Context: an optimization exercise on an open-source flow, tuned for small area, a short achievable clock period and few clock cycles per item. The choices shown serve that exercise and are no tape-out recipe. Where RTL was checked, it was by simulation tests only, not by an equivalence proof against the original. No functional check of the RTL was part of runs 5 and 6. No activity file was given, so power comes from the tool's default toggle rates.

==> flow/design.v <==
`default_nettype none
module eigen2x2_fx #(
  parameter int WIDTH = 32,
  parameter int FRAC  = 16
) (
  input  logic             clk,
  input  logic             rst,
  input  logic             start,
  input  logic [WIDTH-1:0] a1,
  input  logic [WIDTH-1:0] a2,
  input  logic [WIDTH-1:0] a3,
  input  logic [WIDTH-1:0] a4,
  output logic             busy,
  output logic             done,
  output logic [WIDTH-1:0] v1,
  output logic [WIDTH-1:0] v2,
  output logic             complex,
  output logic             ovf
);
  localparam int CW = 36;    
  logic busy_q, done_q;
  logic p_diff, p_mul1, p_mul, p_abs, p_sqrt, p_f1, p_f2;
  logic [5:0] cnt_q;
  logic [2:0] jt_q;             
  logic s1_acc, s1_s2;          
  logic b2_one, b2_two, b2_neg;
  logic b3_one, b3_two, b3_neg;
  logic corr_q;                 
  logic [1:0] lo3_q;            
  logic n2_q;                   
  logic pend3_q;                
  logic signed [33:0] acc_q;    
  logic               py_q;     
  logic               pw_q;     
  logic               zr_q;     
  logic signed [34:0] x_q;      
  logic signed [35:0] z_q;      
  logic signed [33:0] w_q;      
  logic signed [32:0] s_q;      
  logic               neg_q;
  localparam int NK = 3;
  logic [NK-1:0] fit;
  for (genvar i = 0; i < NK; i++) begin : g_fit
    localparam int K = 11 + 2*i;
    wire [34-(2*K-1):0] xs = x_q[34:2*K-1];
    wire [31-(2*K-5):0] ws = w_q[31:2*K-5];    
    assign fit[i] = ((&xs) | ~(|xs)) & ((&ws) | ~(|ws));
  end
  logic [2:0] jt_d;
  always_comb begin
    jt_d = 3'(NK);
    for (int i = NK-1; i >= 0; i--)
      if (fit[i]) jt_d = 3'(i);
  end
  function automatic logic [5:0] jof(input logic [2:0] t);
    jof = 6'(11 + 2*int'(t));
  endfunction
  logic [1:0]    pair_n;        
  logic          n2;            
  logic [CW-1:0] in1, in2, in3, csa_s, csa_c, cpa;
  logic [CW-1:0] xe, ze, m2, m3;
  assign pair_n = acc_q[31:30] ^ {2{neg_q}};
  assign n2     = n2_q;
  assign xe = CW'(x_q);
  assign ze = CW'(z_q);
  always_comb begin
    in1 = ({CW{s1_acc}} & CW'(acc_q)) | ({CW{s1_s2}} & CW'($signed({s_q, 1'b0})));
    m2  = ({CW{b2_one}} & xe) | ({CW{b2_two}} & {xe[CW-2:0], 1'b0});
    in2 = m2 ^ {CW{n2}};
    if (p_sqrt) in2[1:0] = 2'b11;
    m3  = ({CW{b3_one}} & {ze[CW-3:0], 2'b00}) | ({CW{b3_two}} & {ze[CW-4:0], 3'b000});
    in3 = m3 ^ {{(CW-2){b3_neg}}, 2'b00};
    in3[1:0] = lo3_q;
    csa_s = in1 ^ in2 ^ in3;
    csa_c = {((in1[CW-2:0] & in2[CW-2:0]) | (in1[CW-2:0] & in3[CW-2:0]) |
              (in2[CW-2:0] & in3[CW-2:0])), pend3_q};
  end
  logic [CW-1:0] pg_g [0:6];
  logic [CW-1:0] pg_p [0:6];
  logic [CW-1:0] hs;
  always_comb begin
    hs = csa_s ^ csa_c;
    pg_g[0] = csa_s & csa_c;
    pg_p[0] = hs;
    for (int l = 0; l < 6; l++) begin
      for (int i = 0; i < CW; i++) begin
        if (i >= (1 << l)) begin
          pg_g[l+1][i] = pg_g[l][i] | (pg_p[l][i] & pg_g[l][i - (1 << l)]);
          pg_p[l+1][i] = pg_p[l][i] & pg_p[l][i - (1 << l)];
        end else begin
          pg_g[l+1][i] = pg_g[l][i];
          pg_p[l+1][i] = pg_p[l][i];
        end
      end
    end
    cpa[0] = hs[0];
    for (int i = 1; i < CW; i++) cpa[i] = hs[i] ^ pg_g[6][i-1];
  end
  logic c_d;
  assign c_d = z_q[35] ? (&z_q) : (z_q == 36'(x_q));
  logic [2:0] rem0;
  assign rem0 = {1'b0, pair_n} - 3'd1;
  logic skip;
  assign skip = (p_abs | (p_sqrt & zr_q)) & ~(|(acc_q[31:26] ^ {6{neg_q}}));
  logic acc_start, mul_end, sq_end;
  logic n_diff, n_mul1, n_mul, n_abs, n_sqrt, n_f1, n_f2;
  assign acc_start = ~busy_q & start;
  assign mul_end   = (cnt_q == jof(jt_q));
  assign sq_end    = skip ? (cnt_q >= 6'(2*jof(jt_q) + 6'd14))
                          : (cnt_q >= 6'(2*jof(jt_q) + 6'd16));
  assign n_diff    = acc_start;
  assign n_mul1    = p_diff;
  assign n_mul     = p_mul1 | (p_mul & ~mul_end);
  assign n_abs     = p_mul & mul_end;
  assign n_sqrt    = p_abs | (p_sqrt & ~sq_end);
  assign n_f1      = p_sqrt & sq_end;
  assign n_f2      = p_f1;
  always_ff @(posedge clk or posedge rst) begin
    if (rst) begin
      busy_q <= 1'b0; done_q <= 1'b0;
      p_diff <= 1'b0; p_mul1 <= 1'b0; p_mul <= 1'b0; p_abs <= 1'b0;
      p_sqrt <= 1'b0; p_f1 <= 1'b0; p_f2 <= 1'b0;
    end else begin
      busy_q <= acc_start | (busy_q & ~p_f2);
      done_q <= p_f2;
      p_diff <= n_diff; p_mul1 <= n_mul1; p_mul <= n_mul; p_abs <= n_abs;
      p_sqrt <= n_sqrt; p_f1 <= n_f1; p_f2 <= n_f2;
    end
  end
  logic xo, xv;
  assign xo = x_q[{cnt_q[4:0], 1'b1}];
  assign xv = x_q[{cnt_q[4:0], 1'b0}];
  always_ff @(posedge clk) begin
    s1_acc <= n_diff | n_mul;          
    s1_s2  <= n_abs | n_f1 | (n_f2 & ~neg_q);
    b2_one <= 1'b0; b2_two <= 1'b0; b2_neg <= 1'b0;
    b3_one <= 1'b0; b3_two <= 1'b0; b3_neg <= 1'b0;
    corr_q <= 1'b0;
    if (n_diff) begin
      b2_one <= 1'b1; b2_neg <= 1'b1;
    end
    if (n_mul1) begin    
      b2_one <= cpa[0];
      b2_two <= cpa[1] & ~cpa[0];
      b2_neg <= cpa[1];
      b3_one <= w_q[0];
      b3_two <= w_q[1] & ~w_q[0];
      b3_neg <= w_q[1];
    end
    if (n_mul) begin
      b2_one <= xv ^ py_q;
      b2_two <= (xo & ~xv & ~py_q) | (~xo & xv & py_q);
      b2_neg <= xo & ~(xv & py_q);
      b3_one <= w_q[0] ^ pw_q;
      b3_two <= (w_q[1] & ~w_q[0] & ~pw_q) | (~w_q[1] & w_q[0] & pw_q);
      b3_neg <= w_q[1] & ~(w_q[0] & pw_q);
    end
    if (n_abs) b2_one <= 1'b1;
    if (n_sqrt) begin
      b2_two <= 1'b1; b2_neg <= 1'b1; b3_one <= 1'b1;
    end
    if (n_f1) b2_one <= ~neg_q;
    if (n_f2) begin
      b2_one <= 1'b1; b2_neg <= ~neg_q; corr_q <= neg_q & c_d;
    end
    pend3_q <= b3_neg;
    n2_q <= 1'b0;
    if (n_diff) n2_q <= 1'b1;
    if (n_mul1) n2_q <= cpa[1];
    if (n_mul)  n2_q <= xo & ~(xv & py_q);
    if (n_sqrt) n2_q <= p_abs ? (|pair_n) : ~cpa[CW-1];
    if (n_f2)   n2_q <= ~neg_q;
    lo3_q <= 2'b00;
    if (n_diff) lo3_q <= 2'b01;
    if (n_mul1) lo3_q <= {1'b0, cpa[1]};
    if (n_mul)  lo3_q <= {1'b0, xo & ~(xv & py_q)};
    if (n_sqrt) lo3_q <= (skip ? acc_q[25:24] : acc_q[29:28]) ^ {2{neg_q}};
    if (n_f2)   lo3_q <= {neg_q & c_d, ~neg_q};
  end
  always_ff @(posedge clk) begin
    if (!busy_q)               acc_q <= 34'($signed(a1));
    else if (p_mul1 | p_mul | p_f2) acc_q <= cpa[35:2];
    else if (skip)             acc_q <= {acc_q[27:0], w_q[33:28]};
    else                       acc_q <= {acc_q[31:0], w_q[33:32]};
    py_q <= p_diff ? cpa[1] : xo;
    if (!busy_q)               x_q <= 35'($signed(a4));
    else if (p_diff)           x_q <= cpa[34:0];
    else if (p_abs)            x_q <= {33'd0, |pair_n, 1'b0};
    else if (p_sqrt)           x_q <= {x_q[33:1], ~cpa[CW-1], 1'b0};
    if (!busy_q)               z_q <= 36'($signed(a2));
    else if (p_abs)            z_q <= 36'($signed(rem0));
    else if (p_sqrt | p_f1)    z_q <= cpa;
    if (!busy_q)               w_q <= 34'($signed(a3));
    else if (p_diff | p_mul1 | p_mul) w_q <= {cpa[1:0], w_q[33:2]};   
    else if (skip)             w_q <= {w_q[27:0], 6'b00};
    else                       w_q <= {w_q[31:0], 2'b00};
    pw_q <= w_q[1];
    if (!busy_q)               s_q <= 33'($signed(a4));
    else if (p_abs)            s_q <= cpa[32:0];
    if (p_mul & mul_end)       neg_q <= cpa[CW-1];
    if (p_mul1) jt_q <= jt_d;
    cnt_q <= p_diff ? 6'd1 : cnt_q + (skip ? 6'd3 : 6'd1);
    zr_q  <= p_abs ? ~(|pair_n) : (zr_q & cpa[CW-1]);
  end
  assign busy    = busy_q;
  assign done    = done_q;
  logic o1, o2;
  assign o1      = ~((&z_q[35:33]) | ~(|z_q[35:33]));
  assign o2      = ~((&acc_q[33:31]) | ~(|acc_q[33:31]));
  assign v1      = o1 ? {z_q[35], {31{~z_q[35]}}} : z_q[33:2];
  assign v2      = o2 ? {acc_q[33], {31{~acc_q[33]}}} : acc_q[31:0];
  assign complex = neg_q;
  assign ovf     = o1 | o2;
endmodule
`default_nettype wire
==> flow/flow/run.sh <==
#!/bin/bash
set -euo pipefail
bash standard.sh "BUFFER_PORTS_ARGS=-buffer_cell sky130_fd_sc_hd__buf_1" SETUP_SLACK_MARGIN=5.6 finish > standard_flow.log 2>&1
==> flow/standard.sh <==
#!/bin/bash
# synth_recipe.tcl (not shown) runs the flow's synth.tcl, then flattens the netlist and writes it again
# the make line also repeats each setting of config.mk as NAME=value (left out here)
make -C /OpenROAD-flow-scripts/flow DESIGN_CONFIG=/design/flow/config.mk WORK_HOME=/design/flow/orfs CLKGATE_MAP_FILE= SYNTH_SCRIPT=/design/flow/synth_recipe.tcl "${@:-finish}"
==> flow/config.mk <==
export PLATFORM = sky130hd
export DESIGN_NAME = eigen2x2_fx
export DESIGN_NICKNAME = eigen2x2_fx
export VERILOG_FILES = /design/flow/design.v
export SDC_FILE = /design/flow/constraint.sdc
export NUM_CORES = 4
export LEC_CHECK = 0
export CAP_MARGIN = 20
export CORE_MARGIN = 2
export CORE_UTILIZATION = 55
export SLEW_MARGIN = 20
==> flow/constraint.sdc <==
create_clock -name core_clock -period 10.0 [get_ports {clk}]
set_input_delay 2.0000 -clock core_clock [delete_from_list [all_inputs] [get_ports {clk}]]
set_output_delay 2.0000 -clock core_clock [all_outputs]
set_load 0.01 [all_outputs]
==> flow_summary.json, run 1 <==
{
  "status": "finished clean",
  "io_pins": 199,
  "cp_max_fo": 32,
  "die_w_um": 174,
  "ys_warn_count": 3,
  "arrival_ns": 2.34,
  "cp-end-kind": "output port",
  "max_stage_delay_ns": 0.52,
  "drive_above_1_share_pct": 7.86,
  "r2r_slack_ns": 5.72,
  "power_density_nw_per_um2": 98.6,
  "n_fill_cell": 2605,
  "syn-num-nets": 2022,
  "antenna_found_initial": 0,
  "leakage_uw": 0.00694,
  "root_buffer": "clkbuf_16",
  "worstPathCellList": "and3_1 > nor2_2 > buf_6 > nand2_8 > o21a_1 > buf_1",
  "ant_nets": 0,
  "whs_path_depth": 0,
  "cts_htree_levels": 1,
  "synth.top_cell.area_share_pct": 20.3,
  "max_cap_viol_count": 0,
  "gp_congestion": 0.993,
  "final_nets": 2138,
  "ys.flop_type": "edfxtp_1",
  "timing.rr.start": "s1_acc",
  "setup_viol": 0,
  "ys_seq_elements": 204,
  "hold_path.startpoint": "w_q[1]",
  "die_area_sq_um": 30200,
  "synthDistinctLibCells": 76,
  "holdWs_ns": 0.436,
  "reg2reg_to": "s_q[32]",
  "wl_per_cell_um": 25.2,
  "rows": 62,
  "cts.sinks": 204,
  "seq_area_frac_synth_pct": 32.8,
  "grt_start_max_net_pins": 74,
  "period_share_pct": 43.4,
  "core_sq_um": 28500,
  "drt-total-wl_um": 58800,
  "slowest_stage": "edfxtp_1",
  "synth.area.top_cells": "edfxtp_1 20%, dfxtp_1 11%, xor2_1 5.7%, fa_1 4.7%, a22oi_1 4.6%",
  "layout_min_cycle_time_ns": 4.34,
  "drc_errors": 0,
  "num_antenna_cells": 0,
  "r2r_cells": 13,
  "initialDrtViolationCount": 1760,
  "via_per_inst": 6.51,
  "worst-setup-path-type": "flip-flop to output port",
  "synth_area_leader_cell": "edfxtp_1",
  "worstMarginPinSlew_ns": 1.04,
  "cts_buffers": 24,
  "clock_latency_ns": 0.56,
  "area_delta_synth_final_pct": 12.1,
  "die_h_um": 174,
  "grt_pass1_wl_um": 88600,
  "cts.hold.buffers_added": 0,
  "initial_core_util_pct": 55.6,
  "numPortBuffers": 198,
  "dr_total_vias": 15200,
  "synth_edf_count": 107,
  "drt_pass1_iterations": 6,
  "grt_setup_unrepaired": "yes",
  "fmaxAchievable_mhz": 230,
  "dp_hpwl_um": 42600,
  "ir_drop_mv": 0.124,
  "cts_tree": "yes",
  "min_path_type": "flip-flop to flip-flop",
  "clock_skew_ns": 0.0278,
  "ys_async_sr_fraction_pct": 4.41,
  "critPathLaunchType": "flip-flop",
  "grt_usage_pct": 38.2,
  "hold_violations": 0,
  "p_total_uw": 1750,
  "synthesis.instances": 1812,
  "clock_path_buffers": 3,
  "grt_pass1_vias": 14300,
  "clk_pin_slew_ns": 0.06,
  "max-slew-margin-rel_pct": 30.7,
  "utilization_pct": 62.3,
  "grt_overflow": 0,
  "synth_area_per_cell_sq_um": 8.75,
  "syn_area_sq_um": 15900,
  "worstPathRequired_ns": 8.00,
  "slew_violations": 0,
  "min_to": "pw_q",
  "fin_tns_setup_ns": 0
}
[critical path: cells and delay by family, from the launching register on]
family	cells	cell delay, ns
AO/OA/AOI/OAI	1	0.19
AND/OR/NAND/NOR	3	0.61
buffers and inverters	2	0.44
flip-flops	1	0.52
[cells by family (layout without fill, tap and decap cells)]
| kind of cell | count (synthesis) | after routing | synth area share, % |
|---|---|---|---|
| AOI/OAI and AO/OA | 549 | 549 | 23.6 |
| xor gates and xnor gates | 138 | 138 | 7.62 |
| adders and majority gates | 79 | 79 | 7.98 |
| buffers and inverters | 261 | 395 | 6.46 |
| DFF | 204 | 204 | 32.8 |
| muxes | 103 | 103 | 7.44 |
| and+or+nand+nor | 478 | 478 | 14.2 |
[through the flow]
| step | worst slack (ns) | area (sq um) | cells |
|---|---|---|---|
| final | 5.66 | 17800 | 2330 |
| after global placement | 4.87 | 16700 | 2275 |
| after CTS | 5.61 | 17600 | 2323 |
| after floorplan | 5.64 | 15900 | 1812 |
| after detailed placement | 4.79 | 16700 | 2275 |
| after global routing | 5.55 | 17800 | 2330 |
[worst max-delay path by stage]
stage,cells past startpoint,to,start
after global routing,14,x_q[31],b3_one
after floorplan,15,z_q[28],b2_one
after CTS,14,x_q[32],b2_one
after global placement,13,z_q[28],s1_acc
final,6,v1[11],z_q[34]
after detailed placement,13,z_q[28],s1_acc
[metal layers]
layer	routed length [um]	global-route usage, %	up-vias	part of all wire, %
met5	0	0	-	0
met4	2760	15.0	0	4.7
met3	5490	4.10	156	9.3
met2	26000	59.4	879	44
met1	24600	55.0	7319	42
li1	-	-	6805	-
[Yosys cell counts, types with 17 or more instances]
library cell and number:
xnor2_1 34, nand2b_1 25, nor4_1 19, ha_1 42, dfxtp_1 88, o21ai_0 73, xor2_1 104, nand2_1 158
a21o_1 26, buf_1 17, a22oi_1 97, nand4_1 24, a31oi_1 33, mux2_2 24, nor3_1 26, inv_1 114
clkbuf_1 114, o21a_1 63, nor3b_1 17, a21oi_1 96, fa_1 37, o211ai_1 24, edfxtp_1 107, mux2i_1 68
o22ai_1 28, nor2_1 133
[registers in the layout, summed over array words and instances (netlist names), 2 cells and up]
name,cells
lo3_q,2
x_q,35
cnt_q,6
w_q,34
z_q,36
s_q,33
acc_q,34
jt_q,2
[repair_timing]
action,in CTS,in global routing
pin swaps,2,1
resized for setup,24,23
cloned,0,1
endpoints found under the setup margin,113,74
setup buffers,4,6
[placed cells by master (no fill, tap or decap), types with 14 or more instances in the layout]
cell         n
o211ai_1    24
mux2_2      24
xor2_1     104
inv_1      114
a31oi_1     31
ha_1        40
nor3_1      22
dfxtp_1     84
a21o_1      26
clkbuf_16   25
o21a_1      63
xnor2_1     32
mux2i_1     68
and3_1      14
buf_1      198
nand4_1     24
buf_4       26
nand3_1     16
nor4_1      19
nor3b_1     17
o21ai_0     72
a22oi_1     97
o22ai_1     28
nand2_1    156
nand2b_1    24
nor2_1     131
a21oi_1     94
edfxtp_1   107
fa_1        36
[layout make-up]
type,instances,area (sq um),area share [%]
flip-flops and latches,204,5220,29.3
multi-input cells,1347,9810,55.1
repair buffers,233,1070,6.04
well taps,384,480,2.70
clock inverters,14,128,0.718
inverters,118,448,2.52
clock buffers,30,633,3.56
[power by group]
| group | switching [uW] | leakage (uW) | internal (uW) |
|---|---|---|---|
| registers | 0 | 0.00180 | 872 |
| logic | 12.9 | 0.00478 | 12.5 |
| clock network | 377 | 0.000364 | 479 |
Testbench counts, summed over its fixed seeds: cycles 145,962, items 3,200.
==> run 2: changes to the inputs <==
--- a/flow/design.v
+++ b/flow/design.v
@@ -40,2 +40,3 @@
   logic               neg_q;
+  logic               o1_q;     
   localparam int NK = 3;
@@ -197,2 +198,3 @@
     pw_q <= w_q[1];
+    o1_q <= ~((&z_q[35:33]) | ~(|z_q[35:33]));
     if (!busy_q)               s_q <= 33'($signed(a4));
@@ -206,9 +208,8 @@
   assign done    = done_q;
-  logic o1, o2;
-  assign o1      = ~((&z_q[35:33]) | ~(|z_q[35:33]));
+  logic o2;
   assign o2      = ~((&acc_q[33:31]) | ~(|acc_q[33:31]));
-  assign v1      = o1 ? {z_q[35], {31{~z_q[35]}}} : z_q[33:2];
+  assign v1      = o1_q ? {z_q[35], {31{~z_q[35]}}} : z_q[33:2];
   assign v2      = o2 ? {acc_q[33], {31{~acc_q[33]}}} : acc_q[31:0];
   assign complex = neg_q;
-  assign ovf     = o1 | o2;
+  assign ovf     = o1_q | o2;
 endmodule
==> flow/flow/run.sh (replaced) <==
#!/bin/bash
set -euo pipefail
bash standard.sh "BUFFER_PORTS_ARGS=-buffer_cell sky130_fd_sc_hd__buf_1" SETUP_SLACK_MARGIN=6.0 finish > standard_flow.log 2>&1
==> flow_summary.json, run 2 <==
{
  "io_pins": 199,
  "power_density_nw_per_um2": 94.6,
  "die_w_um": 172,
  "worstPathRequired_ns": 10.26,
  "dr_total_vias": 15400,
  "status": "finished clean",
  "antenna_found_initial": 0,
  "dp_hpwl_um": 40100,
  "root_buffer": "clkbuf_16",
  "period_share_pct": 40.9,
  "area_delta_synth_final_pct": 18.8,
  "mostFrequentLayoutCells": "198 x buf_1, 192 x nand2_1, 131 x nor2_1",
  "cts_buffers": 24,
  "synthesis.instances": 1767,
  "numPortBuffers": 198,
  "ys_warn_count": 3,
  "top_regs": "z_q (36), x_q (35)",
  "grt_usage_pct": 39.6,
  "initial_core_util_pct": 55.8,
  "grt_pass1_vias": 14200,
  "whs_path_depth": 0,
  "cts.sinks": 205,
  "hold_path.startpoint": "w_q[1]",
  "seq_area_frac_synth_pct": 33.8,
  "final_common_cell": "buf_1",
  "grt_setup_unrepaired": "yes",
  "via_per_inst": 6.60,
  "synth.area.top_cells": "edfxtp_1 21%, dfxtp_1 12%, xor2_1 6.1%, fa_1 4.8%, nand2_1 4.8%",
  "max_cap_viol_count": 0,
  "regMostFlops": "z_q",
  "syn-num-nets": 1977,
  "synth_common_cells": "196 x nand2_1, 131 x nor2_1, 107 x clkbuf_1, 107 x edfxtp_1, 107 x xor2_1",
  "holdWs_ns": 0.434,
  "initialDrtViolationCount": 1852,
  "syn_area_sq_um": 15500,
  "synth.top_cell.area_share_pct": 20.8,
  "wl_per_cell_um": 26.2,
  "reg2reg_to": "z_q[32]",
  "leakage_uw": 0.00771,
  "core_sq_um": 27700,
  "gp_congestion": 0.981,
  "cp-end-kind": "flip-flop",
  "final.setup.worst_slack_ns": 5.91,
  "synth_area_per_cell_sq_um": 8.75,
  "synthDistinctLibCells": 82,
  "drt-total-wl_um": 61200,
  "placed_area_sq_um": 16400,
  "setup_viol": 0,
  "fin_tns_setup_ns": 0,
  "slew_violations": 0,
  "drc_errors": 0,
  "r2r_cells": 14,
  "worstMarginPinSlew_ns": 1.17,
  "ant_nets": 0,
  "clk_pin_slew_ns": 0.07,
  "ys.flop_type": "edfxtp_1",
  "utilization_pct": 66.3,
  "synth_area_leader_cell": "edfxtp_1",
  "timing.rr.start": "x_q[0]",
  "final_nets": 2151,
  "largest_reg_flops": 36,
  "min_to": "pw_q",
  "ys_async_sr_fraction_pct": 4.39,
  "cts.hold.buffers_added": 0,
  "cp_max_fo": 4,
  "grt_start_max_net_pins": 175,
  "synth_edf_count": 107,
  "drive_above_1_share_pct": 13.9,
  "hold_violations": 0,
  "clock_latency_ns": 0.56,
  "clock_path_buffers": 3,
  "arrival_ns": 4.36,
  "r2r_slack_ns": 5.91,
  "critPathLaunchType": "flip-flop",
  "grt_pass1_wl_um": 86900,
  "die_area_sq_um": 29500,
  "ys_seq_elements": 205,
  "num_antenna_cells": 0,
  "cts_tree": "yes",
  "max-slew-margin-rel_pct": 22.0,
  "worst-setup-path-type": "flip-flop to flip-flop",
  "clock_skew_ns": 0.0316,
  "rows": 61,
  "fmaxAchievable_mhz": 244,
  "layout_min_cycle_time_ns": 4.09,
  "fin_area_sq_um": 18400,
  "grt_overflow": 0,
  "ir_drop_mv": 0.143,
  "place_ws_ns": 5.21,
  "synth.most_common_cell": "nand2_1",
  "min_path_type": "flip-flop to flip-flop",
  "die_h_um": 172,
  "drt_pass1_iterations": 8,
  "cts_htree_levels": 1
}
[run 2: per-layer routing]
| layer | wire [um] | part of all wire (%) | track usage [%] | up-vias |
|---|---|---|---|---|
| li1 | - | - | - | 6700 |
| met1 | 23500 | 38 | 54.4 | 7406 |
| met2 | 26600 | 43 | 60.1 | 1097 |
| met3 | 7210 | 12 | 7.41 | 227 |
| met4 | 3880 | 6.3 | 19.5 | 0 |
| met5 | 0 | 0 | 0 | - |
[run 2: report_power, final]
part	internal, uW	switching (uW)
Clock	461	379
Combinational	12.5	11.4
Sequential	875	0
[run 2: logic make-up (layout without fill, tap and decap cells)]
group                      after synthesis  after routing  synth area share [%]
muxes                                   68             68                  5.40
xor gates and xnor gates               145            145                  8.26
adders and majority gates               79             79                  8.19
AOI/OAI and AO/OA                      536            536                  23.7
buffers and inverters                  238            430                  5.98
DFF                                    205            205                  33.8
and+or+nand+nor                        496            496                  14.7
[run 2: how the worst max path moves through the flow]
stage          slack [ns]       to    from  depth (start not counted)
3_3_place_gp         5.39  x_q[32]  b2_one                         14
5_1_grt              5.76  x_q[32]  x_q[0]                         14
3_5_place_dp         5.21  z_q[32]  b2_one                         14
6_report             5.91  z_q[32]  x_q[0]                         14
4_1_cts              5.98  x_q[33]  b3_one                         14
2_1_floorplan        5.99  z_q[33]  b3_one                         16
[run 2: area by class of cell]
| cell class | instances | area [sq um] |
|---|---|---|
| Multi-Input combinational cell | 1324 | 9970 |
| Fill cell | 2393 | 9330 |
| Sequential cell | 205 | 5250 |
| Timing Repair Buffer | 283 | 1570 |
| Clock buffer | 35 | 662 |
| Tap cell | 378 | 473 |
| Inverter | 103 | 388 |
| Clock inverter | 9 | 61.3 |
[run 2: per-stage QoR]
step,cells,power [uW]
4_1_cts,2317,1740
2_1_floorplan,1767,897
6_report,2337,1740
3_3_place_gp,2233,918
3_5_place_dp,2233,918
5_1_grt,2337,1770
[run 2: critical path, cell delays in order, from the launching register on]
cell and delay [ns]:
edfxtp_1 0.44, and3_1 0.22, o21ai_2 0.14, fa_1 0.46
ha_1 0.24, fa_1 0.48, a21oi_2 0.25, o32ai_4 0.12
o22a_2 0.30, nand4_4 0.16, nand2_4 0.10, a21oi_4 0.31
nor2_1 0.10, nor3_2 0.31, o21ai_0 0.16
[run 2: timing repair]
item | in CTS | in global routing
setup buffers | 38 | 19
endpoints found under the setup margin | 111 | 123
pin swaps | 13 | 31
gates cloned | 2 | 1
gates resized for setup | 61 | 84
Testbench counts of run 2, summed over its fixed seeds: cycles 145,962, items 3,200.
==> run 3: changes to the inputs <==
==> flow/flow/run.sh (replaced) <==
#!/bin/bash
set -euo pipefail
bash standard.sh "BUFFER_PORTS_ARGS=-buffer_cell sky130_fd_sc_hd__buf_1" SETUP_SLACK_MARGIN=5.8 finish > standard_flow.log 2>&1
--- a/flow/config.mk
+++ b/flow/config.mk
@@ -9,3 +9,3 @@
 export CORE_MARGIN = 2
-export CORE_UTILIZATION = 55
+export CORE_UTILIZATION = 50
 export SLEW_MARGIN = 20
==> flow_summary.json, run 3 <==
{
  "ys_seq_elements": 205,
  "fin_tns_setup_ns": 0,
  "wl_per_cell_um": 27.2,
  "synth_top_family_by_area": "compound AO/OA/AOI/OAI gates",
  "num_antenna_cells": 0,
  "root_buffer": "clkbuf_16",
  "synth_area_per_cell_sq_um": 8.75,
  "hold_violations": 0,
  "synth_area_leader_cell": "edfxtp_1",
  "ys_warn_count": 3,
  "final_common_cell": "buf_1",
  "max-slew-margin-rel_pct": 27.2,
  "p_total_uw": 1810,
  "arrival_ns": 4.46,
  "grt_overflow": 0,
  "die_w_um": 180,
  "clock_latency_ns": 0.56,
  "io_pins": 199,
  "dr_total_vias": 15100,
  "grt_start_max_net_pins": 76,
  "grt_usage_pct": 37.4,
  "setup_viol": 0,
  "top_regs": "z_q (36), x_q (35)",
  "placed_area_sq_um": 16400,
  "drt-total-wl_um": 63400,
  "synth_edf_count": 107,
  "initial_core_util_pct": 50.7,
  "power_density_nw_per_um2": 100,
  "die_area_sq_um": 32300,
  "ir_drop_mv": 0.118,
  "layout_min_cycle_time_ns": 4.14,
  "reg2reg_to": "s_q[25]",
  "clock_path_buffers": 3,
  "critPathLaunchType": "flip-flop",
  "synth.most_common_cell": "nand2_1",
  "initialDrtViolationCount": 1861,
  "min_to": "pw_q",
  "clk_pin_slew_ns": 0.06,
  "grt_pass1_wl_um": 92400,
  "synth-xor-area-share_pct": 8.26,
  "synthDistinctLibCells": 82,
  "synth_fa_ha_area_share_pct": 8.19,
  "via_per_inst": 6.50,
  "synth.area.top_cells": "edfxtp_1 21%, dfxtp_1 12%, xor2_1 6.1%, fa_1 4.8%, nand2_1 4.8%",
  "area_delta_synth_final_pct": 17.1,
  "numPortBuffers": 198,
  "cts_buffers": 24,
  "cp_max_fo": 17,
  "syn_area_sq_um": 15500,
  "cts_tree": "yes",
  "die_h_um": 180,
  "largest_reg_flops": 36,
  "cp-end-kind": "flip-flop",
  "antenna_found_initial": 0,
  "regMostFlops": "z_q",
  "drc_errors": 0,
  "hold_path.startpoint": "w_q[1]",
  "utilization_pct": 59.4,
  "worst-setup-path-type": "flip-flop to flip-flop",
  "leakage_uw": 0.00760,
  "synthSimpleGateAreaFrac_pct": 14.7,
  "syn-num-nets": 1977,
  "r2r_slack_ns": 5.86,
  "grt_pass1_vias": 14400,
  "ant_nets": 0,
  "min_path_type": "flip-flop to flip-flop",
  "worstMarginPinSlew_ns": 1.09,
  "synth_compound_area_share_pct": 23.7,
  "r2r_cells": 15,
  "synth.top_cell.area_share_pct": 20.8,
  "seq_area_frac_synth_pct": 33.8,
  "mostFrequentLayoutCells": "198 x buf_1, 194 x nand2_1, 128 x nor2_1",
  "drive_above_1_share_pct": 11.5,
  "clock_skew_ns": 0.0209,
  "status": "finished clean",
  "timing.rr.start": "b3_two",
  "cts.hold.buffers_added": 0,
  "cts_htree_levels": 1,
  "synth_common_cells": "196 x nand2_1, 131 x nor2_1, 107 x clkbuf_1, 107 x edfxtp_1, 107 x xor2_1",
  "synthesis.instances": 1767,
  "ys.flop_type": "edfxtp_1",
  "n_fill_cell": 2802,
  "slew_violations": 0,
  "gp_congestion": 0.993,
  "whs_path_depth": 0,
  "drt_pass1_iterations": 6,
  "synth.mux.area_fraction_pct": 5.40,
  "final_nets": 2128,
  "core_sq_um": 30500,
  "fin_area_sq_um": 18100,
  "period_share_pct": 41.4,
  "dp_hpwl_um": 43900,
  "worstPathRequired_ns": 10.31,
  "rows": 64,
  "ys_async_sr_fraction_pct": 4.39,
  "cts.sinks": 205,
  "fmaxAchievable_mhz": 241,
  "grt_setup_unrepaired": "yes",
  "max_cap_viol_count": 0
}
[run 3: area by class of cell]
class	count	area, sq um	share of cell area, %
tap	396	495	2.74
inverter	103	388	2.14
clock inverter	8	95.1	0.525
timing repair buffer	260	1450	7.98
clock buffer	36	727	4.01
sequential	205	5240	29.0
multi-input combinational	1324	9720	53.7
[run 3: logic make-up after synthesis]
group | Yosys count
xor gates and xnor gates | 145
muxes | 68
adders and majority gates | 79
DFF | 205
buffers and inverters | 238
and+or+nand+nor | 496
AOI/OAI and AO/OA | 536
[run 3: per-stage QoR]
| step | setup WS [ns] | std cells | hold slack [ns] |
|---|---|---|---|
| floorplan | 5.84 | 1767 | 0.329 |
| global route | 5.77 | 2332 | 0.454 |
| finish | 5.86 | 2332 | 0.443 |
| global placement | 5.45 | 2255 | 0.418 |
| CTS | 5.78 | 2307 | 0.437 |
| detailed placement | 5.39 | 2255 | 0.427 |
[run 3: what timing repair did]
item | in CTS | in global routing
pin swaps | 3 | 20
setup endpoints to repair | 91 | 114
gates resized for setup | 27 | 70
buffers inserted | 7 | 19
cloned | 1 | 6
endpoints found under the hold margin | 0 | 0
[run 3: worst max-delay path, stage by stage, from the launching register on]
cell      delay (ns)
dfxtp_4         0.42
buf_12          0.20
a22oi_2         0.08
xor2_1          0.17
fa_1            0.55
inv_1           0.04
ha_1            0.34
and4_4          0.18
and3_1          0.19
a2111o_1        0.48
a21oi_4         0.24
a31oi_4         0.16
a21o_1          0.26
buf_4           0.16
xor2_1          0.14
mux2_2          0.26
[run 3: worst max path at each step]
stage	start	to	slack, ns
6_report	b3_two	s_q[25]	5.86
3_3_place_gp	n2_q	x_q[32]	5.45
2_1_floorplan	n2_q	z_q[33]	5.84
4_1_cts	n2_q	x_q[28]	5.78
3_5_place_dp	n2_q	z_q[32]	5.39
5_1_grt	b3_one	acc_q[24]	5.77
[run 3: report_power, final]
group	internal, uW	switching, uW	total, uW
clock	531	382	913
sequential	875	0	875
combinational	12.5	12.4	24.9
[run 3: routing by layer]
layer / wire length (um) / track usage [%] / vias up
met2: 28100 / 58.5 / 940
met5: 0 / 0 / -
met1: 26100 / 52.2 / 7389
met3: 6330 / 6.22 / 150
li1: - / - / 6668
met4: 2890 / 13.6 / 0
==> run 4: changes to the inputs <==
--- a/flow/config.mk
+++ b/flow/config.mk
@@ -9,3 +9,3 @@
 export CORE_MARGIN = 2
-export CORE_UTILIZATION = 50
+export CORE_UTILIZATION = 60
 export SLEW_MARGIN = 20
==> flow_summary.json, run 4 <==
{
  "crit_family": "compound AO/OA/AOI/OAI gates",
  "utilization_pct": 71.6,
  "core_sq_um": 25300,
  "max_cap_viol_count": 0,
  "hold_violations": 0,
  "root_buffer": "clkbuf_16",
  "via_per_inst": 6.81,
  "rows": 58,
  "cp-end-kind": "flip-flop",
  "ys_async_sr_fraction_pct": 4.39,
  "synthDistinctLibCells": 82,
  "whs_path_depth": 0,
  "fin_tns_setup_ns": 0,
  "worstPathCellList": "buf_12 > a22oi_1 > xnor2_1 > fa_1 > ha_2 > a21oi_4 > o211ai_2 > a2111o_1 > a21o_1 > a21boi_4 > a21boi_1 > a21oi_1 > a21oi_1",
  "mostFrequentLayoutCells": "198 x buf_1, 192 x nand2_1, 130 x nor2_1",
  "grt_pass1_vias": 14200,
  "gp_congestion": 0.998,
  "hold_path.startpoint": "w_q[1]",
  "setup_viol": 0,
  "wl_per_cell_um": 26.4,
  "min_to": "pw_q",
  "io_pins": 199,
  "worstPathRequired_ns": 10.41,
  "holdWs_ns": 0.456,
  "drt-total-wl_um": 60400,
  "status": "finished clean",
  "final_nets": 2148,
  "synthesis.instances": 1767,
  "synth_edf_count": 107,
  "cts_tree": "yes",
  "grt_pass1_wl_um": 86600,
  "worst-setup-path-type": "flip-flop to flip-flop",
  "die_area_sq_um": 27100,
  "ys_warn_count": 3,
  "grt_start_max_net_pins": 77,
  "r2r_cells": 13,
  "die_h_um": 165,
  "num_antenna_cells": 0,
  "top_regs": "z_q (36), x_q (35)",
  "cts_buffers": 24,
  "synth_area_leader_cell": "edfxtp_1",
  "syn_area_sq_um": 15500,
  "clock_latency_ns": 0.56,
  "drt_pass1_iterations": 6,
  "leakage_uw": 0.00767,
  "r2r_slack_ns": 5.84,
  "die_w_um": 165,
  "numPortBuffers": 198,
  "critPathLaunchType": "flip-flop",
  "synth_common_cells": "196 x nand2_1, 131 x nor2_1, 107 x clkbuf_1, 107 x edfxtp_1, 107 x xor2_1",
  "max-slew-margin-rel_pct": 16.0,
  "power_density_nw_per_um2": 99.8,
  "grt_overflow": 0,
  "cp.buffers_inverters": 1,
  "area_delta_synth_final_pct": 16.9,
  "regMostFlops": "z_q",
  "cp_max_fo": 17,
  "antenna_found_initial": 0,
  "layout_min_cycle_time_ns": 4.16,
  "ant_nets": 0,
  "dr_total_vias": 15600,
  "initialDrtViolationCount": 2256,
  "synth.most_common_cell": "nand2_1",
  "grt_setup_unrepaired": "yes",
  "slew_violations": 0,
  "ys.flop_type": "edfxtp_1",
  "largest_reg_flops": 36,
  "fmaxAchievable_mhz": 241,
  "dp_hpwl_um": 40000,
  "clock_path_buffers": 3,
  "reg2reg_to": "x_q[23]",
  "timing.rr.start": "b3_one",
  "clk_pin_slew_ns": 0.07,
  "slowest_stage": "fa_1",
  "cts.sinks": 205,
  "drc_errors": 0,
  "synth_area_per_cell_sq_um": 8.75,
  "syn-num-nets": 1977,
  "cpMostUsedCell": "a21oi_1",
  "seq_area_frac_synth_pct": 33.8,
  "drive_above_1_share_pct": 12.0,
  "initial_core_util_pct": 61.2,
  "grt_usage_pct": 42.8,
  "period_share_pct": 41.6,
  "max_stage_delay_ns": 0.57,
  "cts_htree_levels": 1,
  "ir_drop_mv": 0.138,
  "final_common_cell": "buf_1",
  "min_path_type": "flip-flop to flip-flop",
  "ys_seq_elements": 205,
  "arrival_ns": 4.57,
  "synth.top_cell.area_share_pct": 20.8,
  "synth.area.top_cells": "edfxtp_1 21%, dfxtp_1 12%, xor2_1 6.1%, fa_1 4.8%, nand2_1 4.8%",
  "worstMarginPinSlew_ns": 1.26,
  "clock_skew_ns": 0.0180
}
[run 4: area by class of cell]
| type | instances | area [sq um] |
|---|---|---|
| multi-input combinational | 1324 | 9680 |
| tap | 330 | 413 |
| clock inverter | 9 | 83.8 |
| timing repair buffer | 280 | 1550 |
| sequential | 205 | 5250 |
| clock buffer | 35 | 723 |
| inverter | 103 | 388 |
| fill | 2047 | 7170 |
[run 4: logic make-up (layout without fill, tap and decap cells)]
group           after synthesis  after routing  share of synthesized area, %
compound gates              536            536                          23.7
mux                          68             68                          5.40
simple gates                496            496                          14.7
xor+xnor                    145            145                          8.26
buf+inv                     238            427                          5.98
flops                       205            205                          33.8
fa+ha+maj                    79             79                          8.19
[run 4: how the worst max path moves through the flow]
stage | to | slack, ns | cells after the start | start
2_1_floorplan | z_q[33] | 5.84 | 15 | n2_q
3_3_place_gp | x_q[32] | 5.46 | 15 | n2_q
3_5_place_dp | z_q[32] | 5.37 | 15 | n2_q
4_1_cts | x_q[28] | 5.80 | 14 | n2_q
5_1_grt | x_q[32] | 5.76 | 15 | b2_one
6_report | x_q[23] | 5.84 | 13 | b3_one
[run 4: routing by layer]
layer | vias to the layer above | GRT usage [%] | wire length, um
met1 | 7371 | 58.3 | 22500
met2 | 1218 | 63.5 | 25400
met5 | - | 0 | 0
met4 | 0 | 20.7 | 3940
met3 | 262 | 11.2 | 8500
li1 | 6706 | - | -
[run 4: worst register-to-register path, cell delays in order (launching register included)]
cell	delay [ns]
dfxtp_4	0.37
buf_12	0.16
a22oi_1	0.24
xnor2_1	0.12
fa_1	0.57
ha_2	0.32
a21oi_4	0.21
o211ai_2	0.17
a2111o_1	0.52
a21o_1	0.26
a21boi_4	0.26
a21boi_1	0.52
a21oi_1	0.14
a21oi_1	0.16
[run 4: timing repair]
item	CTS	global route
gates resized for setup	32	61
hold buffers	0	0
pin swaps	2	24
cloned	1	5
buffers inserted	9	39
setup endpoints to repair	132	91
[run 4: per-stage QoR]
stage | worst slack, ns | area, sq um | total power (uW) | std cells
4_1_cts | 5.80 | 17400 | 1800 | 2242
3_3_place_gp | 5.46 | 16300 | 918 | 2188
2_1_floorplan | 5.84 | 15500 | 897 | 1767
5_1_grt | 5.76 | 18100 | 1840 | 2286
6_report | 5.84 | 18100 | 1800 | 2286
3_5_place_dp | 5.37 | 16300 | 919 | 2188
[run 4: report_power, final]
group | internal, uW | total [uW] | switching [uW]
Sequential | 875 | 875 | 0
Combinational | 12.5 | 24.6 | 12.1
Clock | 527 | 905 | 378
Total | 1420 | 1800 | 390
==> run 5: changes to the inputs <==
--- a/flow/design.v
+++ b/flow/design.v
@@ -210,3 +210,3 @@
   assign o2      = ~((&acc_q[33:31]) | ~(|acc_q[33:31]));
-  assign v1      = o1_q ? {z_q[35], {31{~z_q[35]}}} : z_q[33:2];
+  assign v1      = o1_q ? 32'h7fff_ffff : z_q[33:2];
   assign v2      = o2 ? {acc_q[33], {31{~acc_q[33]}}} : acc_q[31:0];
--- a/flow/config.mk
+++ b/flow/config.mk
@@ -9,3 +9,3 @@
 export CORE_MARGIN = 2
-export CORE_UTILIZATION = 60
+export CORE_UTILIZATION = 50
 export SLEW_MARGIN = 20
==> flow_summary.json, run 5 <==
{
  "status": "finished clean",
  "initialDrtViolationCount": 1665,
  "drt_pass1_iterations": 5,
  "drive_above_1_share_pct": 14.1,
  "grt_start_max_net_pins": 87,
  "power_density_nw_per_um2": 100,
  "grt_overflow": 0,
  "rows": 64,
  "grt_pass1_vias": 14000,
  "cp-endpoint": "z_q[33]",
  "synth_common_cells": "156 x nand2_1, 131 x nor2_1, 115 x clkbuf_1, 114 x a21oi_1, 109 x xor2_1",
  "synth_area_leader_cell": "edfxtp_1",
  "utilization_pct": 59.3,
  "synth.area.top_cells": "edfxtp_1 21%, dfxtp_1 11%, xor2_1 6.2%, fa_1 4.8%, a22oi_1 4.6%",
  "synth.top_cell.area_share_pct": 20.7,
  "cts_buffers": 24,
  "startpoint": "z_q[3]",
  "cp-end-kind": "flip-flop",
  "r2r_cells": 15,
  "die_h_um": 180,
  "arrival_ns": 4.45,
  "ant_nets": 0,
  "syn-num-nets": 1961,
  "die_w_um": 180,
  "slew_violations": 0,
  "period_share_pct": 41.4,
  "dr_total_vias": 14700,
  "syn_area_sq_um": 15500,
  "cts_htree_levels": 1,
  "final.setup.worst_slack_ns": 5.86,
  "worst-setup-path-type": "flip-flop to flip-flop",
  "final_common_cell": "buf_1",
  "root_buffer": "clkbuf_16",
  "r2r_slack_ns": 5.86,
  "reg2reg_to": "z_q[33]",
  "synthDistinctLibCells": 74,
  "cts.hold.buffers_added": 0,
  "worstMarginPinSlew_ns": 1.13,
  "via_per_inst": 6.29,
  "grt_pass1_wl_um": 87800,
  "cp_max_fo": 5,
  "antenna_found_initial": 2,
  "dp_hpwl_um": 41100,
  "n_fill_cell": 2800,
  "cts_tree": "yes",
  "drc_errors": 0,
  "layout_min_cycle_time_ns": 4.14,
  "synth_area_per_cell_sq_um": 8.86,
  "grt_usage_pct": 35.0,
  "top_regs": "z_q (36), x_q (35)",
  "ys_seq_elements": 205,
  "p_total_uw": 1820,
  "synth.most_common_cell": "nand2_1",
  "leakage_uw": 0.00786,
  "clock_path_buffers": 3,
  "ir_drop_mv": 0.124,
  "critPathLaunchType": "flip-flop",
  "grt_setup_unrepaired": "yes",
  "area_delta_synth_final_pct": 16.9,
  "clk_pin_slew_ns": 0.06,
  "synth_edf_count": 107,
  "fin_cells": 2328,
  "mostFrequentLayoutCells": "198 x buf_1, 154 x nand2_1, 129 x nor2_1",
  "ys.flop_type": "edfxtp_1",
  "final_nets": 2124,
  "numPortBuffers": 198,
  "clock_latency_ns": 0.55,
  "place_ws_ns": 5.00,
  "max-slew-margin-rel_pct": 24.3,
  "timing.rr.start": "z_q[3]",
  "largest_reg_flops": 36,
  "placed_cells": 2234,
  "initial_core_util_pct": 50.7,
  "max_cap_viol_count": 0,
  "hold_violations": 0,
  "num_antenna_cells": 0,
  "fmaxAchievable_mhz": 241,
  "drt-total-wl_um": 58900,
  "cts.sinks": 205,
  "seq_area_frac_synth_pct": 33.6,
  "ys_async_sr_fraction_pct": 4.39,
  "regMostFlops": "z_q",
  "core_sq_um": 30600,
  "clock_skew_ns": 0.0119,
  "fin_tns_setup_ns": 0,
  "io_pins": 199,
  "setup_viol": 0,
  "worstPathRequired_ns": 10.30,
  "synthesis.instances": 1751,
  "min_path_type": "flip-flop to flip-flop",
  "gp_congestion": 0.950,
  "die_area_sq_um": 32500,
  "wl_per_cell_um": 25.3,
  "ys_warn_count": 3
}
-- run 5: changes by cell type after synthesis, sizes merged, moves of 8 or more --
cell and delta:
o21ai -11, mux2i +19, a21boi -11, or2 +30
o21a -31, clkbuf +8, nand2 -40, mux2 +13
o211ai +9
-- run 5: metal layers --
metal	up-vias	wire (um)	track usage, %
li1	6632	-	-
met2	793	26500	56.0
met4	0	2050	10.2
met5	-	0	0
met1	7115	24500	48.7
met3	113	5800	6.33
-- run 5: worst max-delay path, stage by stage, from the launching register on --
cell and delay [ns]:
edfxtp_1 0.56, a22oi_1 0.23, xor2_1 0.12, fa_1 0.55, inv_1 0.04, ha_1 0.34
a21o_1 0.20, nand3_1 0.15, a31oi_4 0.15, o211ai_1 0.27, a21oi_2 0.08, buf_4 0.16
o21ai_4 0.27, o21ai_2 0.11, or4_1 0.47, and3_1 0.19
-- run 5: cell type report --
cell class                      instances  area (sq um)  area share, %
Tap cell                              396           495           2.73
Timing Repair Buffer                  273          1450           7.99
Multi-Input combinational cell       1305          9750           53.8
Inverter                              105           394           2.17
Sequential cell                       205          5240           28.9
Clock inverter                          8           105          0.579
Clock buffer                           36           708           3.90
-- run 5: power by group --
part | switching [uW] | total, uW | internal, uW
Sequential | 0 | 876 | 876
Clock | 377 | 920 | 543
Combinational | 10.5 | 23.1 | 12.6
Total | 388 | 1820 | 1430
-- run 5: worst min-delay path by stage --
stage,end,depth (start not counted),slack [ns],startpoint
after global routing,pw_q,0,0.46,w_q[1]
after floorplan,pend3_q,0,0.33,b3_neg
after detailed placement,pw_q,0,0.44,w_q[1]
after global placement,pw_q,0,0.43,w_q[1]
after CTS,pw_q,0,0.45,w_q[1]
final,pw_q,0,0.45,w_q[1]
-- run 5: cell families after synthesis --
group                      count (synthesis)  share of synthesized area, %
muxes                                    100                          7.52
AOI/OAI and AO/OA                        484                          21.2
buffers and inverters                    241                          5.87
DFF                                      205                          33.6
adders and majority gates                 79                          8.16
xor gates and xnor gates                 149                          8.41
and+or+nand+nor                          493                          15.2
-- run 5: repair_timing --
| item | CTS | global route |
|---|---|---|
| gates cloned | 2 | 1 |
| gates resized for setup | 42 | 53 |
| hold endpoints to repair | 0 | 0 |
| endpoints found under the setup margin | 91 | 73 |
| pin swaps | 8 | 21 |
| setup buffers | 22 | 25 |
-- run 5: stage by stage --
step	instance area [sq um]	hold WS, ns
floorplan	15500	0.329
global placement	16500	0.434
detailed placement	16500	0.440
CTS	17700	0.449
global route	18100	0.458
finish	18100	0.447
==> run 6: changes to the inputs <==
--- a/flow/config.mk
+++ b/flow/config.mk
@@ -9,3 +9,3 @@
 export CORE_MARGIN = 2
-export CORE_UTILIZATION = 50
+export CORE_UTILIZATION = 55
 export SLEW_MARGIN = 20
==> flow_summary.json, run 6 <==
{
  "status": "finished clean",
  "num_antenna_cells": 0,
  "regMostFlops": "z_q",
  "min_path_type": "flip-flop to flip-flop",
  "final.setup.worst_slack_ns": 5.80,
  "cp_max_fo": 6,
  "synth.mux.area_fraction_pct": 7.52,
  "clock_path_buffers": 3,
  "power_switching_share_pct": 21.4,
  "final_nets": 2128,
  "io_pins": 199,
  "worstPathRequired_ns": 10.31,
  "dp_hpwl_um": 39500,
  "p_sw_uw": 405,
  "synth_common_cells": "156 x nand2_1, 131 x nor2_1, 115 x clkbuf_1, 114 x a21oi_1, 109 x xor2_1",
  "arrival_ns": 4.51,
  "drt-total-wl_um": 57900,
  "cp-end-kind": "flip-flop",
  "grt_setup_unrepaired": "yes",
  "rows": 61,
  "synth_edf_count": 107,
  "intPower_uw": 1490,
  "die_h_um": 172,
  "mostFrequentLayoutCells": "198 x buf_1, 154 x nand2_1, 127 x nor2_1",
  "worst-setup-path-type": "flip-flop to flip-flop",
  "ant_nets": 0,
  "synth.most_common_cell": "nand2_1",
  "regArea_sq_um": 5250,
  "timing.rr.start": "z_q[11]",
  "synth.top_cell.area_share_pct": 20.7,
  "synth_area_per_cell_sq_um": 8.86,
  "dr_total_vias": 14800,
  "setup_viol": 0,
  "synthDistinctLibCells": 74,
  "utilization_pct": 65.9,
  "critPathLaunchType": "flip-flop",
  "ys_async_sr_fraction_pct": 4.39,
  "clock_skew_ns": 0.0210,
  "max-slew-margin-rel_pct": 23.9,
  "synth_top_family_by_area": "compound AO/OA/AOI/OAI gates",
  "syn_area_sq_um": 15500,
  "synth-xor-area-share_pct": 8.41,
  "cts_htree_levels": 1,
  "grt_pass1_wl_um": 84200,
  "wl_per_cell_um": 25.0,
  "grt_pass1_vias": 13800,
  "fmaxAchievable_mhz": 238,
  "synth_area_leader_cell": "edfxtp_1",
  "seq_area_frac_synth_pct": 33.6,
  "antenna_found_initial": 0,
  "largest_reg_flops": 36,
  "via_per_inst": 6.42,
  "ir_drop_mv": 0.215,
  "drc_errors": 0,
  "holdWs_ns": 0.457,
  "cts_tree": "yes",
  "core_sq_um": 27800,
  "synth_compound_area_share_pct": 21.2,
  "cts.sinks": 205,
  "power_density_nw_per_um2": 103,
  "place_ws_ns": 4.98,
  "cts_buffers": 24,
  "leakage_uw": 0.00790,
  "gp_congestion": 0.966,
  "period_share_pct": 42.0,
  "multiInputGateArea_sq_um": 9800,
  "clockPowerShare_pct": 52.6,
  "startpoint": "z_q[11]",
  "p_total_uw": 1890,
  "area_delta_synth_final_pct": 18.0,
  "grt_start_max_net_pins": 80,
  "hold_path.startpoint": "p_f2",
  "initialDrtViolationCount": 1708,
  "max_cap_viol_count": 0,
  "seq_power_share_pct": 46.2,
  "synth.area.top_cells": "edfxtp_1 21%, dfxtp_1 11%, xor2_1 6.2%, fa_1 4.8%, a22oi_1 4.6%",
  "ys.flop_type": "edfxtp_1",
  "numPortBuffers": 198,
  "ys_seq_elements": 205,
  "cts.hold.buffers_added": 0,
  "fin_tns_setup_ns": 0,
  "initial_core_util_pct": 55.9,
  "clock_latency_ns": 0.56,
  "clk_pin_slew_ns": 0.06,
  "hold_violations": 0,
  "grt_overflow": 0,
  "synthesis.instances": 1751,
  "ys_warn_count": 3,
  "syn-num-nets": 1961,
  "drive_above_1_share_pct": 15.1,
  "die_w_um": 172,
  "combPwrFrac_pct": 1.2,
  "synthSimpleGateAreaFrac_pct": 15.2,
  "synth_fa_ha_area_share_pct": 8.16,
  "top_regs": "z_q (36), x_q (35)",
  "final_common_cell": "buf_1",
  "grt_usage_pct": 37.9,
  "worstMarginPinSlew_ns": 1.14,
  "die_area_sq_um": 29600,
  "slew_violations": 0,
  "layout_min_cycle_time_ns": 4.20,
  "drt_pass1_iterations": 6,
  "root_buffer": "clkbuf_16",
  "n_fill_cell": 2364
}
## run 6: changes by cell type in the layout (fill, tap and decap cells not counted), sizes merged
cell	delta
clkinv	+4
clkbuf	-5
buf	+4
bufbuf	-1
bufinv	+2
## run 6: what timing repair did
item                       4_1_cts  5_1_grt
gates resized for setup         37       68
setup endpoints to repair       92       59
cloned                           1        2
pin swaps                        6       22
buffers inserted                11       41
## run 6: critical path: stages (launching register included)
cell and delay [ns]:
edfxtp_1 0.54, a22oi_2 0.25, xor2_1 0.11, fa_1 0.55, inv_1 0.04, ha_1 0.36, a211oi_2 0.24, o211ai_1 0.16
a221oi_2 0.42, nand2_2 0.14, a21o_1 0.27, a21oi_4 0.21, o21bai_2 0.14, xor2_1 0.20, a221o_1 0.31
## run 6: worst paths after layout
check | end | slack, ns | depth (start not counted)
max in group asynchronous | busy_q | 8.33 | 2
max | x_q[26] | 5.80 | 14
min reg2reg | done_q | 0.46 | 0
max reg2reg | x_q[26] | 5.80 | 14
min | done_q | 0.46 | 0
min in group asynchronous | p_abs | 1.39 | 2
## run 6: final cells by class
class,instances,area share (%)
Clock buffer,30,3.80
Sequential cell,205,28.7
Tap cell,378,2.58
Multi-Input combinational cell,1305,53.5
Clock inverter,14,1.07
Inverter,105,2.15
Timing Repair Buffer,277,8.24
## run 6: cell families (layout without fill, tap and decap cells)
kind of cell | Yosys count | after routing
AOI/OAI and AO/OA | 484 | 484
xor gates and xnor gates | 149 | 149
adders and majority gates | 79 | 79
buffers and inverters | 241 | 426
DFF | 205 | 205
muxes | 100 | 100
and+or+nand+nor | 493 | 493
## run 6: per-layer routing
| metal | track usage, % | share of wire, % | vias to the layer above |
|---|---|---|---|
| li1 | - | - | 6632 |
| met1 | 52.3 | 41 | 7223 |
| met2 | 57.7 | 44 | 833 |
| met3 | 6.94 | 9.9 | 160 |
| met4 | 18.2 | 5.4 | 0 |
| met5 | 0 | 0 | - |
## run 6: power by group through the flow
stage,sequential (uW),combinational (uW),clock (uW)
after floorplan,895,2.50,0
after global placement,895,22.6,0
after detailed placement,895,23.2,0
after CTS,875,23.5,997
after global routing,874,25.9,1030
final,875,23.4,996
## run 6: metrics by stage
| step | cell area [sq um] | std cells |
|---|---|---|
| 2_1_floorplan | 15500 | 1751 |
| 3_3_place_gp | 16400 | 2215 |
| 3_5_place_dp | 16400 | 2215 |
| 4_1_cts | 17600 | 2271 |
| 5_1_grt | 18300 | 2314 |
| 6_report | 18300 | 2314 |
==> run 7: changes to the inputs <==
--- a/flow/design.v
+++ b/flow/design.v
@@ -210,3 +210,3 @@
   assign o2      = ~((&acc_q[33:31]) | ~(|acc_q[33:31]));
-  assign v1      = o1_q ? 32'h7fff_ffff : z_q[33:2];
+  assign v1      = o1_q ? {z_q[35], {31{~z_q[35]}}} : z_q[33:2];
   assign v2      = o2 ? {acc_q[33], {31{~acc_q[33]}}} : acc_q[31:0];
==> flow_summary.json, run 7 <==
{
  "critPathLaunchType": "flip-flop",
  "core_sq_um": 27700,
  "power_density_nw_per_um2": 98.6,
  "hold_violations": 0,
  "final_common_cell": "buf_1",
  "clock_path_buffers": 3,
  "slew_violations": 0,
  "worstMarginPinSlew_ns": 1.20,
  "p_total_uw": 1780,
  "clock_skew_ns": 0.0177,
  "synth.most_common_cell": "nand2_1",
  "cts_buffers": 24,
  "seq_power_share_pct": 49.1,
  "synthDistinctLibCells": 82,
  "regMostFlops": "z_q",
  "fin_cells": 2334,
  "mostFrequentLayoutCells": "198 x buf_1, 193 x nand2_1, 130 x nor2_1",
  "intPower_uw": 1400,
  "initial_core_util_pct": 55.8,
  "drc_errors": 0,
  "synth.top_cell.area_share_pct": 20.8,
  "dp_hpwl_um": 40800,
  "initialDrtViolationCount": 1707,
  "grt_pass1_wl_um": 86100,
  "root_buffer": "clkbuf_16",
  "rows": 61,
  "area_delta_synth_final_pct": 16.9,
  "grt_start_max_net_pins": 72,
  "cp_max_fo": 4,
  "clockPowerShare_pct": 49.6,
  "status": "finished clean",
  "gp_congestion": 1.00,
  "synth.area.top_cells": "edfxtp_1 21%, dfxtp_1 12%, xor2_1 6.1%, fa_1 4.8%, nand2_1 4.8%",
  "ys_warn_count": 3,
  "seq_area_frac_synth_pct": 33.8,
  "numPortBuffers": 198,
  "syn_area_sq_um": 15500,
  "drt_pass1_iterations": 6,
  "grt_setup_unrepaired": "yes",
  "drive_above_1_share_pct": 11.9,
  "grt_usage_pct": 39.1,
  "placed_cells": 2235,
  "worst-setup-path-type": "flip-flop to flip-flop",
  "ys_seq_elements": 205,
  "cts.sinks": 205,
  "grt_pass1_vias": 13900,
  "arrival_ns": 4.46,
  "die_h_um": 172,
  "layout_min_cycle_time_ns": 4.16,
  "via_per_inst": 6.50,
  "cts.hold.buffers_added": 0,
  "cts_tree": "yes",
  "die_area_sq_um": 29500,
  "utilization_pct": 65.2,
  "ys.flop_type": "edfxtp_1",
  "leakage_uw": 0.00760,
  "ys_async_sr_fraction_pct": 4.39,
  "drt-total-wl_um": 59600,
  "p_sw_uw": 384,
  "fin_tns_setup_ns": 0,
  "largest_reg_flops": 36,
  "cts_htree_levels": 1,
  "syn-num-nets": 1977,
  "io_pins": 199,
  "synthesis.instances": 1767,
  "r2r_slack_ns": 5.84,
  "worstPathRequired_ns": 10.30,
  "grt_overflow": 0,
  "ir_drop_mv": 0.136,
  "clock_latency_ns": 0.55,
  "synth_common_cells": "196 x nand2_1, 131 x nor2_1, 107 x clkbuf_1, 107 x edfxtp_1, 107 x xor2_1",
  "top_regs": "z_q (36), x_q (35)",
  "synth_area_leader_cell": "edfxtp_1",
  "synth_area_per_cell_sq_um": 8.75,
  "n_fill_cell": 2433,
  "wl_per_cell_um": 25.5,
  "dr_total_vias": 15200,
  "fmaxAchievable_mhz": 240,
  "final_nets": 2146,
  "max_cap_viol_count": 0,
  "power_switching_share_pct": 21.6,
  "ant_nets": 0,
  "min_path_type": "flip-flop to flip-flop",
  "period_share_pct": 41.6,
  "antenna_found_initial": 0,
  "combPwrFrac_pct": 1.3,
  "max-slew-margin-rel_pct": 19.8,
  "cp-end-kind": "flip-flop",
  "die_w_um": 172,
  "synth_edf_count": 107,
  "setup_viol": 0,
  "clk_pin_slew_ns": 0.06
}
run 7: cell count changes after synthesis, moves of 6 or more:
cell / previous run / this run
o2bb2ai_1: 6 / 0
a311o_1: 0 / 7
nor3_1: 16 / 23
o21a_1: 33 / 64
or2_2: 34 / 4
nand2_1: 156 / 196
o21ai_0: 51 / 64
mux2i_1: 57 / 38
clkbuf_1: 115 / 107
a21boi_0: 3 / 12
mux2_2: 33 / 20
nand4_1: 31 / 23
o211ai_1: 20 / 9
a21oi_1: 114 / 106
run 7: power by group through the flow:
stage               combinational [uW]  sequential, uW  clock, uW
global placement                  23.3             895          0
CTS                               23.5             876        884
finish                            23.6             875        883
global route                      26.2             874        910
detailed placement                23.3             895          0
floorplan                         2.49             895          0
run 7: per-stage QoR:
stage | area [sq um] | setup slack [ns] | hold slack [ns]
floorplan | 15500 | 5.84 | 0.329
global placement | 16400 | 5.46 | 0.434
detailed placement | 16400 | 5.36 | 0.442
CTS | 17400 | 5.80 | 0.449
global route | 18100 | 5.70 | 0.462
finish | 18100 | 5.84 | 0.446
run 7: worst max-delay path: stages (launching register included):
cell	delay, ns
edfxtp_1	0.50
a22oi_2	0.25
xor2_1	0.23
fa_1	0.46
inv_1	0.12
ha_4	0.22
and4_4	0.19
and3_1	0.18
a2111o_1	0.55
a21o_1	0.27
a21boi_4	0.26
o41ai_4	0.11
xor2_2	0.20
and2_4	0.21
o22a_1	0.18
run 7: cells by family after synthesis:
family	after synthesis	share of synthesized area, %
muxes	68	5.40
DFF	205	33.8
adders and majority gates	79	8.19
and+or+nand+nor	496	14.7
AOI/OAI and AO/OA	536	23.7
xor gates and xnor gates	145	8.26
buffers and inverters	238	5.98
run 7: final timing paths:
check                        from       to  depth (start not counted)
max                        x_q[7]  z_q[35]                         14
min                        w_q[1]     pw_q                          0
max reg2reg                x_q[7]  z_q[35]                         14
min reg2reg                w_q[1]     pw_q                          0
max in group asynchronous     rst   busy_q                          2
min in group asynchronous     rst    p_abs                          2
run 7: layout make-up:
class,count,area [sq um],area share (%)
diodes,2,5.00,0.0277
clock buffers,40,712,3.94
clock inverters,4,56.3,0.312
inverters,103,392,2.17
multi-input cells,1324,9700,53.7
flip-flops and latches,205,5250,29.1
well taps,378,473,2.62
repair buffers,278,1480,8.20
run 7: routing by layer:
metal | wire length, um | vias up | track usage, %
met5 | 0 | - | 0
met4 | 2790 | 0 | 17.0
met3 | 6520 | 162 | 7.57
met2 | 26300 | 993 | 59.5
met1 | 24000 | 7307 | 54.2
li1 | - | 6704 | -
run 7: timing repair:
item                                   4_1_cts  5_1_grt
setup endpoints to repair                   99       68
pin swaps                                    5       30
gates cloned                                 1        2
gates resized for setup                     29       59
setup buffers                                9       41
endpoints found under the hold margin        0        0
Testbench counts of run 7, summed over its fixed seeds: cycles 145,962, items 3,200.
==> run 8: changes to the inputs <==
--- a/flow/config.mk
+++ b/flow/config.mk
@@ -9,3 +9,4 @@
 export CORE_MARGIN = 2
-export CORE_UTILIZATION = 55
+export CORE_UTILIZATION = 50
+export CTS_CLUSTER_SIZE = 25
 export SLEW_MARGIN = 20
==> flow_summary.json, run 8 <==
{
  "drc_errors": 0,
  "min_path_type": "flip-flop to flip-flop",
  "synth_edf_count": 107,
  "synthDistinctLibCells": 82,
  "seq_power_share_pct": 48.3,
  "drive_above_1_share_pct": 11.5,
  "numPortBuffers": 198,
  "grt_usage_pct": 37.4,
  "worstPathRequired_ns": 10.31,
  "grt_pass1_vias": 14400,
  "synth_area_leader_cell": "edfxtp_1",
  "clock_path_buffers": 3,
  "utilization_pct": 59.4,
  "max_stage_delay_ns": 0.55,
  "synth.top_cell.area_share_pct": 20.8,
  "intPower_uw": 1420,
  "synth_common_cells": "196 x nand2_1, 131 x nor2_1, 107 x clkbuf_1, 107 x edfxtp_1, 107 x xor2_1",
  "initialDrtViolationCount": 1861,
  "io_pins": 199,
  "worst-setup-path-type": "flip-flop to flip-flop",
  "fmaxAchievable_mhz": 241,
  "fin_tns_setup_ns": 0,
  "core_sq_um": 30500,
  "hold_path.startpoint": "w_q[1]",
  "cts_htree_levels": 1,
  "top_regs": "z_q (36), x_q (35)",
  "power_switching_share_pct": 21.7,
  "syn-num-nets": 1977,
  "synth_area_per_cell_sq_um": 8.75,
  "die_area_sq_um": 32300,
  "via_per_inst": 6.50,
  "cts_buffers": 24,
  "synth.area.top_cells": "edfxtp_1 21%, dfxtp_1 12%, xor2_1 6.1%, fa_1 4.8%, nand2_1 4.8%",
  "seq_area_frac_synth_pct": 33.8,
  "cpMostUsedCell": "xor2_1",
  "dr_total_vias": 15100,
  "wl_per_cell_um": 27.2,
  "status": "finished clean",
  "mostFrequentLayoutCells": "198 x buf_1, 194 x nand2_1, 128 x nor2_1",
  "worstPathCellList": "buf_12 > a22oi_2 > xor2_1 > fa_1 > inv_1 > ha_1 > and4_4 > and3_1 > a2111o_1 > a21oi_4 > a31oi_4 > a21o_1 > buf_4 > xor2_1 > mux2_2",
  "slowest_stage": "fa_1",
  "final_nets": 2128,
  "synth.most_common_cell": "nand2_1",
  "antenna_found_initial": 0,
  "timing.rr.start": "b3_two",
  "rows": 64,
  "root_buffer": "clkbuf_16",
  "setup_viol": 0,
  "leakage_uw": 0.00760,
  "cts.hold.buffers_added": 0,
  "p_sw_uw": 394,
  "dp_hpwl_um": 43900,
  "max_cap_viol_count": 0,
  "clock_skew_ns": 0.0209,
  "die_w_um": 180,
  "regMostFlops": "z_q",
  "final_common_cell": "buf_1",
  "layout_min_cycle_time_ns": 4.14,
  "ys.flop_type": "edfxtp_1",
  "grt_setup_unrepaired": "yes",
  "grt_start_max_net_pins": 76,
  "critPathLaunchType": "flip-flop",
  "syn_area_sq_um": 15500,
  "slew_violations": 0,
  "area_delta_synth_final_pct": 17.1,
  "largest_reg_flops": 36,
  "gp_congestion": 0.993,
  "ant_nets": 0,
  "cts.sinks": 205,
  "max-slew-margin-rel_pct": 27.2,
  "clock_latency_ns": 0.56,
  "clk_pin_slew_ns": 0.06,
  "ir_drop_mv": 0.118,
  "grt_pass1_wl_um": 92400,
  "power_density_nw_per_um2": 100,
  "cp-end-kind": "flip-flop",
  "cts_tree": "yes",
  "synthesis.instances": 1767,
  "arrival_ns": 4.46,
  "worstMarginPinSlew_ns": 1.09,
  "cp_max_fo": 17,
  "hold_violations": 0,
  "ys_warn_count": 3,
  "period_share_pct": 41.4,
  "drt_pass1_iterations": 6,
  "ys_async_sr_fraction_pct": 4.39,
  "num_antenna_cells": 0,
  "die_h_um": 180,
  "startpoint": "b3_two",
  "ys_seq_elements": 205,
  "initial_core_util_pct": 50.7,
  "clockPowerShare_pct": 50.4,
  "drt-total-wl_um": 63400,
  "grt_overflow": 0,
  "combPwrFrac_pct": 1.4
}
-- run 8: kinds of logic (layout without fill, tap and decap cells) --
family / count (synthesis) / after routing / share of synthesized area, %
AOI/OAI and AO/OA: 536 / 536 / 23.7
and+or+nand+nor: 496 / 496 / 14.7
buffers and inverters: 238 / 407 / 5.98
DFF: 205 / 205 / 33.8
xor gates and xnor gates: 145 / 145 / 8.26
adders and majority gates: 79 / 79 / 8.19
muxes: 68 / 68 / 5.40
-- run 8: per-layer routing --
metal / up-vias / part of all wire [%] / GRT usage (%) / routed length (um)
met1: 7389 / 41 / 52.2 / 26100
li1: 6668 / - / - / -
met3: 150 / 10 / 6.22 / 6330
met2: 940 / 44 / 58.5 / 28100
met4: 0 / 4.6 / 13.6 / 2890
met5: - / 0 / 0 / 0
-- run 8: what timing repair did --
item | 4_1_cts | 5_1_grt
resized for setup | 27 | 70
setup buffers | 7 | 19
pin swaps | 3 | 20
endpoints found under the setup margin | 91 | 114
cloned | 1 | 6
-- run 8: through the flow --
stage	hold WS [ns]	total power, uW	cell area [sq um]	worst slack, ns	std cells
6_report	0.443	1810	18100	5.86	2332
5_1_grt	0.454	1850	18100	5.77	2332
4_1_cts	0.437	1820	17400	5.78	2307
3_5_place_dp	0.427	919	16400	5.39	2255
3_3_place_gp	0.418	919	16400	5.45	2255
2_1_floorplan	0.329	897	15500	5.84	1767
-- run 8: final timing paths --
check | slack (ns) | endpoint | cells after the start
min | 0.44 | pw_q | 0
max reg2reg | 5.86 | s_q[25] | 15
max in group asynchronous | 8.32 | busy_q | 2
min in group asynchronous | 1.37 | p_mul1 | 2
max | 5.86 | s_q[25] | 15
min reg2reg | 0.44 | pw_q | 0
-- run 8: area by class of cell --
class	instances	area (sq um)
Clock buffer	36	727
Clock inverter	8	95.1
Fill cell	2802	12400
Inverter	103	388
Multi-Input combinational cell	1324	9720
Sequential cell	205	5240
Tap cell	396	495
Timing Repair Buffer	260	1450
-- run 8: critical path, delay by kind of cell, from the launching register on --
kind	cells	cell delay (ns)
compound gates	5	1.22
xor+xnor	2	0.31
fa+ha+maj	2	0.89
buf+inv	3	0.40
flops	1	0.42
mux	1	0.26
simple gates	2	0.37
-- run 8: power by group through the flow --
stage	Combinational, uW	Sequential, uW	Clock [uW]
floorplan	2.49	895	0
finish	24.9	875	913
global placement	24.2	895	0
detailed placement	24.6	895	0
CTS	24.9	877	921
global route	27.8	875	950

Re-timed with assumed drivers on the ports (clkbuf_16 on the clock, buf_2 on other inputs), run 8 has 5.856 ns of setup slack against 5.856 ns with ideal ports, and 5.856 ns once port delays also move by the mid clock arrival of 0.599 ns.
